This design comes from an exercise in tuning for small area, a short achievable clock period and few clock cycles per item on the open sky130 flow, not from production work.
Only simulation tests tie the RTL to the original design; equivalence was not proved.

==> v19 <==
Design mdc_top, start of the top module:
module mdc_top (
    input  logic                        clk,
    input  logic                        rst_n,
    input  logic                        in_valid,
    input  logic [15-1:0]      in_data,
    input  logic [9-1:0] in_mode,
    output logic                        out_valid,
    output logic [207-1:0]       out_data
);
    localparam int EW = 11;    
    localparam int MW = 22;             
    localparam int AW = 34;             
    logic [4:0] t_q;
    logic [4:0] t_nx;
    logic       det3_q;
    logic       start;
    logic       mode_det3;
    assign start = in_valid && (t_q == 5'd0 || t_q >= 5'd16);
    localparam int NOV = 16;
    logic [NOV-1:0] ov_q;
    logic           fin;
    assign fin = det3_q ? (t_q == 5'd17) : (t_q == 5'd16);
    always_comb begin
        t_nx = t_q;
        if (start) begin
            t_nx = 5'd1;
        end else if (t_q != 5'd0 && t_q < 5'd16) begin
            if (in_valid) t_nx = t_q + 5'd1;
        end else if (t_q >= 5'd16 && t_q != 5'd20) begin
            t_nx = t_q + 5'd1;
        end
    end
    always_ff @(posedge clk or negedge rst_n) begin
        if (!rst_n) begin
            t_q       <= 5'd0;
            out_valid <= 1'b0;
            ov_q      <= '0;
        end else begin
            t_q       <= t_nx;
            out_valid <= fin;
  ...
export LEC_CHECK = 0
export CAP_MARGIN = 20
export CORE_MARGIN = 2
export CORE_UTILIZATION = 40
export SLEW_MARGIN = 20
export SYNTH_HIERARCHICAL = 1
export SYNTH_MINIMUM_KEEP_SIZE = 0
create_clock -name core_clock -period 20.0 [get_ports {clk}]
standard.sh (not shown) runs the stock make flow with config.mk's settings and CLKGATE_MAP_FILE= SYNTH_SCRIPT=/design/flow/synth_recipe.tcl, a recipe that flattens the netlist after the stock synthesis.
==> flow/flow/run.sh <==
#!/bin/bash
# Standard synthesis and layout, with two changes to how the layout is
# made: the ports get plain buffers (buf_2) instead of the delay-cell
# buffers buffer_ports picks by default, and the resizer's setup repair
# aims at a tighter slack than the clock period alone asks for. Each
# tool's full output goes to a log file in this folder (ORFS keeps its
# per-step logs under orfs/logs as well).
set -euo pipefail
MARGIN=$(cat flow/margin.txt)
bash standard.sh SETUP_SLACK_MARGIN="$MARGIN" \
    BUFFER_PORTS_ARGS="-buffer_cell sky130_fd_sc_hd__buf_2" finish > flow_make.log 2>&1
==> flow/flow/margin.txt <==
13.5
==> v34 (differences from v19) <==
--- a/flow/design.v
+++ b/flow/design.v
@@ -1635,16 +1635,25 @@
     logic [4:0] t_q;
     logic [4:0] t_nx;
     logic       det3_q;
     logic       start;
     logic       mode_det3;
     assign start = in_valid && (t_q == 5'd0 || t_q >= 5'd16);
-    localparam int NOV = 16;
+    localparam int NOV = 4;
     logic [NOV-1:0] ov_q;
     logic           fin;
-    assign fin = det3_q ? (t_q == 5'd17) : (t_q == 5'd16);
+    logic [4:0]     t_p1, t_p2, t_p3;
+    logic           fin1, fin2, fin3;
+    logic           f1_q, f2_q, f2b_q, f3_q, f3b_q, f3c_q;
+    assign t_p1 = t_q + 5'd1;
+    assign t_p2 = t_q + 5'd2;
+    assign t_p3 = t_q + 5'd3;
+    assign fin  = det3_q ? (t_q  == 5'd17) : (t_q  == 5'd16);
+    assign fin1 = det3_q ? (t_p1 == 5'd17) : (t_p1 == 5'd16);
+    assign fin2 = det3_q ? (t_p2 == 5'd17) : (t_p2 == 5'd16);
+    assign fin3 = det3_q ? (t_p3 == 5'd17) : (t_p3 == 5'd16);
     always_comb begin
         t_nx = t_q;
         if (start) begin
             t_nx = 5'd1;
         end else if (t_q != 5'd0 && t_q < 5'd16) begin
             if (in_valid) t_nx = t_q + 5'd1;
@@ -1654,38 +1663,47 @@
     end
     always_ff @(posedge clk or negedge rst_n) begin
         if (!rst_n) begin
             t_q       <= 5'd0;
             out_valid <= 1'b0;
             ov_q      <= '0;
+            {f1_q, f2_q, f2b_q, f3_q, f3b_q, f3c_q} <= '0;
         end else begin
             t_q       <= t_nx;
             out_valid <= fin;
-            ov_q      <= {NOV{fin}};
+            f1_q      <= fin1;
+            f2_q      <= fin2;
+            f2b_q     <= f2_q;
+            f3_q      <= fin3;
+            f3b_q     <= f3_q;
+            f3c_q     <= f3b_q;
+            ov_q[0]   <= fin;
+            ov_q[1]   <= f1_q;
+            ov_q[2]   <= f2b_q;
+            ov_q[3]   <= f3c_q;
         end
     end
     logic [9-1:0] mraw_q;
     always_ff @(posedge clk) begin
         if (start) mraw_q <= in_mode;
         det3_q <= mode_det3;
     end
     logic [4:0] t_up;
     assign t_up = t_q + 5'd1;
     logic c_ma, c_mb, c_sh;
-    logic c_m01, c_m12, c_m23, c_n02, c_n13;
+    logic c_m01, c_m12, c_n02, c_n13;
     logic c0_zs3, c0_zs1, c0_ws3, c0_ws1;
     logic c1_zs2, c1_zs0, c1_ws2, c1_ws0;
     always_ff @(posedge clk) begin
             c_mb    <= det3_q && (t_up == 5'd12 || t_up == 5'd13);
             c_ma    <= det3_q && (t_up == 5'd13 || t_up == 5'd14);
             c_sh    <= !det3_q && (t_up == 5'd6  || t_up == 5'd7  || t_up == 5'd8  ||
                                    t_up == 5'd10 || t_up == 5'd11 || t_up == 5'd12 ||
                                    t_up == 5'd14 || t_up == 5'd15 || t_up == 5'd16);
             c_m01   <= det3_q && t_up == 5'd10;
             c_m12   <= det3_q && t_up == 5'd11;
-            c_m23   <= det3_q && t_up == 5'd12;
             c_n02   <= det3_q && t_up == 5'd13;
             c_n13   <= det3_q && t_up == 5'd14;
             c0_zs3  <= t_up == 5'd12 || t_up == 5'd16;
             c0_zs1  <= t_up == 5'd14 || t_up == 5'd15;
             c0_ws3  <= det3_q && (t_up == 5'd11 || t_up == 5'd12 || t_up == 5'd16);
             c0_ws1  <= det3_q && (t_up == 5'd13 || t_up == 5'd14 || t_up == 5'd15);
@@ -1721,17 +1739,16 @@
     assign yan = c_ma ? dn_q[4] : dn_q[0];
     mdc_mul     u_mul_b (.xn(xbn), .yn(ybn), .p(pb));
     mdc_mul_sub u_mul_a (.xn(xan), .yn(yan), .s(pb_q), .d(minor));
     always_ff @(posedge clk) begin
         pb_q <= pb;
     end
-    logic signed [MW-1:0] m01_q, m12_q, m23_q, n02_q, n13_q;
+    logic signed [MW-1:0] m01_q, m12_q, n02_q, n13_q;
     always_ff @(posedge clk) begin
         if (c_m01) m01_q <= minor;
         if (c_m12) m12_q <= minor;
-        if (c_m23) m23_q <= minor;
         if (c_n02) n02_q <= minor;
         if (c_n13) n13_q <= minor;
     end
     logic [207-1:0] res_q;
     logic signed [AW-1:0] slot [0:3];
     always_comb begin
@@ -1767,14 +1784,16 @@
         x0n_q <= ~(({EW{n_x_r0_0}} & r0_q[0]) | ({EW{n_x_r1_0}} & r0_q[1]) |
                    ({EW{n_x_r2_0}} & r0_q[2]) | ({EW{n_x_d0_0}} & elem));
         y0n_q <= ~(({MW{n_y_mn_0}} & minor) | ({MW{n_y_m01_0}} & m01_q) |
                    ({MW{n_y_m12_0}} & m12_q) | ({MW{n_y_n02_0}} & n02_q));
         x1n_q <= ~(({EW{n_x_r1_1}} & r0_q[1]) | ({EW{n_x_r2_1}} & r0_q[2]) |
                    ({EW{n_x_r3_1}} & r0_q[3]) | ({EW{n_x_d0_1}} & elem));
-        y1n_q <= ~(({MW{n_y_mn_1}} & minor) | ({MW{n_y_m12_1}} & m12_q) |
-                   ({MW{n_y_m23_1}} & m23_q) | ({MW{n_y_n13_1}} & n13_q));
+        if (!n_y_m23_1) begin
+            y1n_q <= ~(({MW{n_y_mn_1}} & minor) | ({MW{n_y_m12_1}} & m12_q) |
+                       ({MW{n_y_n13_1}} & n13_q));
+        end
     end
     logic signed [AW-1:0] z0, acc0;
     logic                 we0_s3, we0_s1;
     assign z0 = ({AW{c0_zs3}} & slot[3]) | ({AW{c0_zs1}} & slot[1]);
     assign we0_s3 = c0_ws3;
     assign we0_s1 = c0_ws1;
@@ -1802,10 +1821,10 @@
         end
     end
     logic [207-1:0] res_g;
     assign res_g = {det3_q ? 3'b000 : res_q[207-1 -: 3], res_q[207-4:0]};
     always_comb begin
         for (int b = 0; b < 207; b++) begin
-            out_data[b] = ov_q[b % NOV] & res_g[b];
+            out_data[b] = ov_q[b * NOV / 207] & res_g[b];
         end
     end
 endmodule
==> flow/flow/margin.txt (replaced) <==
14
CORE_UTILIZATION = 55   (was 40)
GPL_TIMING_DRIVEN = 1   (was unset)
==> summary of the runs <==
Between v19 and v34, the lower wire length is in v19 (gap 4.4%, measured against v34). Of v34 and v19, v34 has the higher core utilization (gap 17 points). In v34 the sequential share of layout area is lower than in v19, by 0.10 points. Against v19, the worst hold slack of v34 is better by 4.1 ps. v19 produced a clean layout. v34 completed with no timing, DRC or antenna violations. Between v19 and v34, the lower critical path depth is in v19 (gap 4). Against v34, the clock skew of v19 is higher by 44 ps. Of v19 and v34, v34 has the higher via count (gap 2.7%, measured against v34).
Testbench counts of v19, summed over its fixed seeds: cycles 42,002, matrices 2,400.
Testbench counts of v34, summed over its fixed seeds: cycles 42,002, matrices 2,400.

==> run A: inputs <==
Another version of the RTL of mdc_top (not shown whole).
export LEC_CHECK = 0
export CAP_MARGIN = 20
export CORE_MARGIN = 2
export CORE_UTILIZATION = 40
export SLEW_MARGIN = 20
export SYNTH_HIERARCHICAL = 1
export SYNTH_MINIMUM_KEEP_SIZE = 0
create_clock -name core_clock -period 20.0 [get_ports {clk}]
==> flow/flow/margin.txt <==
13.5
Scripts as last shown in full above: flow/flow/run.sh
==> run X (differences from run A) <==
==> flow/flow/margin.txt (replaced) <==
14
==> run Y (differences from run A) <==
==> flow/flow/run.sh (replaced) <==
#!/bin/bash
# Standard synthesis and layout, with the resizer's setup repair aimed at
# a tighter slack than the clock period alone asks for. Each tool's full
# output goes to a log file in this folder (ORFS keeps its per-step logs
# under orfs/logs as well).
set -euo pipefail
MARGIN=$(cat flow/margin.txt)
bash standard.sh SETUP_SLACK_MARGIN="$MARGIN" finish > flow_make.log 2>&1
==> flow/config.mk (replaced) <==
export PLATFORM = sky130hd
export DESIGN_NAME = mdc_top
export DESIGN_NICKNAME = mdc_top
export VERILOG_FILES = /design/flow/design.v
export SDC_FILE = /design/flow/constraint.sdc
export NUM_CORES = 4
export LEC_CHECK = 0
export CAP_MARGIN = 20
export CORE_MARGIN = 2
export CORE_UTILIZATION = 65
export GPL_TIMING_DRIVEN = 1
export SLEW_MARGIN = 20
export SYNTH_HIERARCHICAL = 1
export SYNTH_MINIMUM_KEEP_SIZE = 0
==> run R (differences from run A) <==
--- a/flow/design.v
+++ b/flow/design.v
@@ -18,41 +18,14 @@
         for (int p = 1; p <= 15; p++) begin
             fixed[15 - p] = code[15 - p] ^ (syn == 4'(p));
         end
     end
     assign data = {fixed[15 - 3], fixed[15 - 5 -: 3],
                    fixed[15 - 9 -: 7]};
 endmodule
-module mdc_syndrome (
-    input  logic [15-1:0] code,
-    output logic [3:0]             syn
-);
-    always_comb begin
-        syn = '0;
-        for (int p = 1; p <= 15; p++) begin
-            if (code[15 - p]) begin
-                syn = syn ^ 4'(p);
-            end
-        end
-    end
-endmodule
-module mdc_correct (
-    input  logic [15-1:0] code,
-    input  logic [3:0]             syn,
-    output logic [11-1:0] data
-);
-    logic [15-1:0] fixed;
-    always_comb begin
-        for (int p = 1; p <= 15; p++) begin
-            fixed[15 - p] = code[15 - p] ^ (syn == 4'(p));
-        end
-    end
-    assign data = {fixed[15 - 3], fixed[15 - 5 -: 3],
-                   fixed[15 - 9 -: 7]};
-endmodule
 `timescale 1ns/1ps
 module mdc_fa (input logic a, input logic b, input logic c,
                output logic s, output logic co);
     assign s  = a ^ b ^ c;
     assign co = (a & b) | (a & c) | (b & c);
 endmodule
 module mdc_mul (
@@ -1248,86 +1221,61 @@
         if (start) mraw_q <= in_mode;
         det3_q <= mode_det3;
     end
     logic [4:0] t_up;
     assign t_up = t_q + 5'd1;
     logic c_ma, c_mb, c_sh;
     logic c_m01, c_m12, c_m23, c_n02, c_n13;
-    logic c0_xr0, c0_xr1, c0_xr2, c0_xd0, c0_ym01, c0_ym12, c0_yn02;
     logic c0_zs3, c0_zs1, c0_ws3, c0_ws1;
-    logic c1_xr1, c1_xr2, c1_xr3, c1_xd0, c1_ym12, c1_ym23, c1_yn13;
     logic c1_zs2, c1_zs0, c1_ws2, c1_ws0;
     always_ff @(posedge clk) begin
-        begin
             c_mb    <= det3_q && (t_up == 5'd12 || t_up == 5'd13);
             c_ma    <= det3_q && (t_up == 5'd13 || t_up == 5'd14);
             c_sh    <= !det3_q && (t_up == 5'd6  || t_up == 5'd7  || t_up == 5'd8  ||
                                    t_up == 5'd10 || t_up == 5'd11 || t_up == 5'd12 ||
                                    t_up == 5'd14 || t_up == 5'd15 || t_up == 5'd16);
             c_m01   <= det3_q && t_up == 5'd10;
             c_m12   <= det3_q && t_up == 5'd11;
             c_m23   <= det3_q && t_up == 5'd12;
             c_n02   <= det3_q && t_up == 5'd13;
             c_n13   <= det3_q && t_up == 5'd14;
-            c0_xr2  <= t_up == 5'd11;
-            c0_xr0  <= t_up == 5'd12;
-            c0_xr1  <= t_up == 5'd16;
-            c0_xd0  <= t_up == 5'd13 || t_up == 5'd14 || t_up == 5'd15;
-            c0_ym01 <= t_up == 5'd11 || t_up == 5'd15;
-            c0_ym12 <= t_up == 5'd12 || t_up == 5'd13;
-            c0_yn02 <= t_up == 5'd14 || t_up == 5'd16;
             c0_zs3  <= t_up == 5'd12 || t_up == 5'd16;
             c0_zs1  <= t_up == 5'd14 || t_up == 5'd15;
             c0_ws3  <= det3_q && (t_up == 5'd11 || t_up == 5'd12 || t_up == 5'd16);
             c0_ws1  <= det3_q && (t_up == 5'd13 || t_up == 5'd14 || t_up == 5'd15);
-            c1_xr3  <= t_up == 5'd12;
-            c1_xr1  <= t_up == 5'd13;
-            c1_xr2  <= t_up == 5'd17;
-            c1_xd0  <= t_up == 5'd14 || t_up == 5'd15 || t_up == 5'd16;
-            c1_ym12 <= t_up == 5'd12 || t_up == 5'd16;
-            c1_ym23 <= t_up == 5'd13 || t_up == 5'd14;
-            c1_yn13 <= t_up == 5'd15 || t_up == 5'd17;
             c1_zs2  <= t_up == 5'd13 || t_up == 5'd17;
             c1_zs0  <= t_up == 5'd15 || t_up == 5'd16;
             c1_ws2  <= det3_q && (t_up == 5'd12 || t_up == 5'd13 || t_up == 5'd17);
             c1_ws0  <= det3_q && (t_up == 5'd14 || t_up == 5'd15 || t_up == 5'd16);
-        end
     end
-    logic [15-1:0] raw_q;
-    logic [3:0]             syn_d, syn_q;
-    logic [EW-1:0]          elem;
-    logic [EW-1:0]          mode_fix;
-    mdc_syndrome u_syn (.code(in_data), .syn(syn_d));
-    always_ff @(posedge clk) begin
-        raw_q <= in_data;
-        syn_q <= syn_d;
-    end
-    mdc_correct u_cor (.code(raw_q), .syn(syn_q), .data(elem));
+    logic [EW-1:0] elem;
+    logic [EW-1:0] mode_fix;
+    mdc_input_decoder u_dec_data (.code(in_data), .data(elem));
     mdc_input_decoder u_dec_mode (
         .code ({mraw_q, {(15 - 9){1'b0}}}),
         .data (mode_fix)
     );
     assign mode_det3 = mode_fix[EW - 5 + 1];
-    logic signed [EW-1:0] d_q  [1:7];
+    logic signed [EW-1:0] d_q  [0:7];
     logic signed [EW-1:0] r0_q [0:3];
     always_ff @(posedge clk) begin
-        d_q[1] <= elem;
-        for (int i = 2; i <= 7; i++) d_q[i] <= d_q[i-1];
-        if (t_q == 5'd1) r0_q[0] <= elem;
-        if (t_q == 5'd2) r0_q[1] <= elem;
-        if (t_q == 5'd3) r0_q[2] <= elem;
-        if (t_q == 5'd4) r0_q[3] <= elem;
+        d_q[0] <= elem;
+        for (int i = 1; i <= 7; i++) d_q[i] <= d_q[i-1];
+        if (start)                   r0_q[0] <= elem;
+        if (in_valid && t_q == 5'd1) r0_q[1] <= elem;
+        if (in_valid && t_q == 5'd2) r0_q[2] <= elem;
+        if (in_valid && t_q == 5'd3) r0_q[3] <= elem;
     end
     logic signed [EW-1:0] xa, ya, xb, yb;
     logic signed [MW-1:0] pb, pb_q;
     logic signed [MW-1:0] minor;
     assign xb = c_mb ? d_q[7] : d_q[3];
-    assign yb = c_mb ? d_q[1] : elem;
+    assign yb = c_mb ? d_q[1] : d_q[0];
     assign xa = c_ma ? d_q[6] : d_q[5];
-    assign ya = c_ma ? d_q[4] : elem;
+    assign ya = c_ma ? d_q[4] : d_q[0];
     mdc_mul     u_mul_b (.x(xb), .y(yb), .p(pb));
     mdc_mul_sub u_mul_a (.x(xa), .y(ya), .s(pb_q), .d(minor));
     always_ff @(posedge clk) begin
         pb_q <= pb;
     end
     logic signed [MW-1:0] m01_q, m12_q, m23_q, n02_q, n13_q;
     always_ff @(posedge clk) begin
@@ -1340,38 +1288,60 @@
     logic [207-1:0] res_q;
     logic signed [AW-1:0] slot [0:3];
     always_comb begin
         for (int s = 0; s < 4; s++) begin
             slot[s] = res_q[s * 51 +: AW];
         end
     end
-    logic signed [EW-1:0] x0;
-    logic signed [MW-1:0] y0;
+    logic n_x_d0_0, n_x_r0_0, n_x_r1_0, n_x_r2_0;
+    logic n_y_mn_0, n_y_m01_0, n_y_m12_0, n_y_n02_0;
+    logic n_x_d0_1, n_x_r1_1, n_x_r2_1, n_x_r3_1;
+    logic n_y_mn_1, n_y_m12_1, n_y_m23_1, n_y_n13_1;
+    always_comb begin
+        n_x_r2_0  = t_up == 5'd11;
+        n_x_r0_0  = t_up == 5'd12;
+        n_x_r1_0  = t_up == 5'd16;
+        n_x_d0_0  = t_up == 5'd13 || t_up == 5'd14 || t_up == 5'd15;
+        n_y_mn_0  = t_up == 5'd11 || t_up == 5'd12 || t_up == 5'd14;
+        n_y_m12_0 = t_up == 5'd13;
+        n_y_m01_0 = t_up == 5'd15;
+        n_y_n02_0 = t_up == 5'd16;
+        n_x_r3_1  = t_up == 5'd12;
+        n_x_r1_1  = t_up == 5'd13;
+        n_x_r2_1  = t_up == 5'd17;
+        n_x_d0_1  = t_up == 5'd14 || t_up == 5'd15 || t_up == 5'd16;
+        n_y_mn_1  = t_up == 5'd12 || t_up == 5'd13 || t_up == 5'd15;
+        n_y_m23_1 = t_up == 5'd14;
+        n_y_m12_1 = t_up == 5'd16;
+        n_y_n13_1 = t_up == 5'd17;
+    end
+    logic signed [EW-1:0] x0_q, x1_q;
+    logic signed [MW-1:0] y0_q, y1_q;
+    always_ff @(posedge clk) begin
+        x0_q <= ({EW{n_x_r0_0}} & r0_q[0]) | ({EW{n_x_r1_0}} & r0_q[1]) |
+                ({EW{n_x_r2_0}} & r0_q[2]) | ({EW{n_x_d0_0}} & elem);
+        y0_q <= ({MW{n_y_mn_0}} & minor) | ({MW{n_y_m01_0}} & m01_q) |
+                ({MW{n_y_m12_0}} & m12_q) | ({MW{n_y_n02_0}} & n02_q);
+        x1_q <= ({EW{n_x_r1_1}} & r0_q[1]) | ({EW{n_x_r2_1}} & r0_q[2]) |
+                ({EW{n_x_r3_1}} & r0_q[3]) | ({EW{n_x_d0_1}} & elem);
+        y1_q <= ({MW{n_y_mn_1}} & minor) | ({MW{n_y_m12_1}} & m12_q) |
+                ({MW{n_y_m23_1}} & m23_q) | ({MW{n_y_n13_1}} & n13_q);
+    end
     logic signed [AW-1:0] z0, acc0;
     logic                 we0_s3, we0_s1;
-    assign x0 = ({EW{c0_xr0}} & r0_q[0]) | ({EW{c0_xr1}} & r0_q[1]) |
-                ({EW{c0_xr2}} & r0_q[2]) | ({EW{c0_xd0}} & elem);
-    assign y0 = ({MW{c0_ym01}} & m01_q) | ({MW{c0_ym12}} & m12_q) |
-                ({MW{c0_yn02}} & n02_q);
     assign z0 = ({AW{c0_zs3}} & slot[3]) | ({AW{c0_zs1}} & slot[1]);
     assign we0_s3 = c0_ws3;
     assign we0_s1 = c0_ws1;
-    mdc_mac_unit u_mac0 (.x(x0), .y(y0), .z(z0), .acc(acc0));
-    logic signed [EW-1:0] x1;
-    logic signed [MW-1:0] y1;
+    mdc_mac_unit u_mac0 (.x(x0_q), .y(y0_q), .z(z0), .acc(acc0));
     logic signed [AW-1:0] z1, acc1;
     logic                 we1_s2, we1_s0;
-    assign x1 = ({EW{c1_xr1}} & r0_q[1]) | ({EW{c1_xr2}} & r0_q[2]) |
-                ({EW{c1_xr3}} & r0_q[3]) | ({EW{c1_xd0}} & elem);
-    assign y1 = ({MW{c1_ym12}} & m12_q) | ({MW{c1_ym23}} & m23_q) |
-                ({MW{c1_yn13}} & n13_q);
     assign z1 = ({AW{c1_zs2}} & slot[2]) | ({AW{c1_zs0}} & slot[0]);
     assign we1_s2 = c1_ws2;
     assign we1_s0 = c1_ws0;
-    mdc_mac_unit u_mac1 (.x(x1), .y(y1), .z(z1), .acc(acc1));
+    mdc_mac_unit u_mac1 (.x(x1_q), .y(y1_q), .z(z1), .acc(acc1));
     logic sh_en;
     assign sh_en = c_sh;
     localparam int W3 = 51;
     localparam int W2 = 23;
     always_ff @(posedge clk) begin
         if (sh_en) begin
             res_q <= {res_q[207-W2-1:0], {(W2 - MW){minor[MW-1]}}, minor};
==> notes <==
The highest non-clock buffer count belongs to run X, the lowest to run R. Run R finished with timing, DRC and antenna clean. Run X ran to the end with no violations. Run A completed with no timing, DRC or antenna violations. Run Y ran to the end with no violations. Routed wire length, lowest first: run R, run A, run Y, run X. Via count: run A < run R < run X < run Y. Of run Y and run X, run X has the higher final cell count (gap 12%, measured against run X). Between run A and run R, the lower sequential cell count is in run A (gap 50). Count of clock-buffer cells in the layout is the same in run X and run A.
==> figures <==
quantity                                                          run R      run A       run Y      run X
Result of the run                              timing/DRC/antenna clean  timing/DRC/antenna clean  timing/DRC/antenna clean  timing/DRC/antenna clean
Buffer count from post-CTS setup fixing                               1         17          37        136
Share of the final layout cell area in multi-input gates          59.1%      60.8%       60.2%      60.5%
Cts bufs inserted                                                    68         56          55         57
Placeable core area                                           0.118 mm²  0.114 mm²  0.0700 mm²  0.114 mm²
Total number of nets in the final design                           5088       5020        5030       5190
Synth Instances                                                    4131       3979        3979       3979
Maximum number of pins on one net before global-route repair        114        136         107        153
First-pass iteration count of the detailed router                     6          8          12          8
Final min period                                                6.36 ns    6.45 ns     6.50 ns    6.37 ns
GRT met2 Usage                                                    39.8%      40.6%       64.5%      43.7%
Number of levels in the clock H-tree                                  3          2           2          2
Testbench counts of run A, summed over its fixed seeds: cycles 42,002, matrices 2,400.
Testbench counts of run X, summed over its fixed seeds: cycles 42,002, matrices 2,400.
Testbench counts of run Y, summed over its fixed seeds: cycles 42,002, matrices 2,400.
Testbench counts of run R, summed over its fixed seeds: cycles 42,002, matrices 2,400.

==> what the ideal ports hide <==
The results above use ideal ports. As a check the final layouts listed here were re-extracted and re-timed, cells and wires unchanged.
Step 1: set_driving_cell puts a clkbuf_16 on clk and a buf_2 on each other input, an assumption about the parent block.
Step 2 moves the port delays by t, midway between the first and last clock arrival at a register: inputs arrive t later, outputs are due t later. That takes back most of the time a late clock gives input paths.
a / b / c = ideal / step 1 / step 2; a / b = the first two.
| run | shift t [ns] | setup WS [ns] | worst setup path after step 2 | worst slew at a driven data input, ns | cell pins on the clock port's net |
|---|---|---|---|---|---|
| v19 | 0.744 | 13.630 / 13.564 / 13.075 | input to register | 0.07 | 1 |
| v34 | 0.708 | 14.077 / 14.018 / 13.416 | input to register | 0.04 | 1 |
| run A | 0.716 | 13.552 / 13.552 / 13.552 | register to register | 0.07 | 1 |
| run X | 0.693 | 13.633 / 13.633 / 13.633 | register to register | 0.06 | 1 |
| run Y | 0.693 | 13.502 / 13.470 / 13.502 | register to register | 0.06 | 1 |
| run R | 0.693 | 13.638 / 13.573 / 13.419 | input to register | 0.09 | 1 |
After both steps every run listed still meets setup and hold. For v34, which loses most, drivers alone change the setup slack by -0.059 ns; drivers and shift together by -0.661 ns.
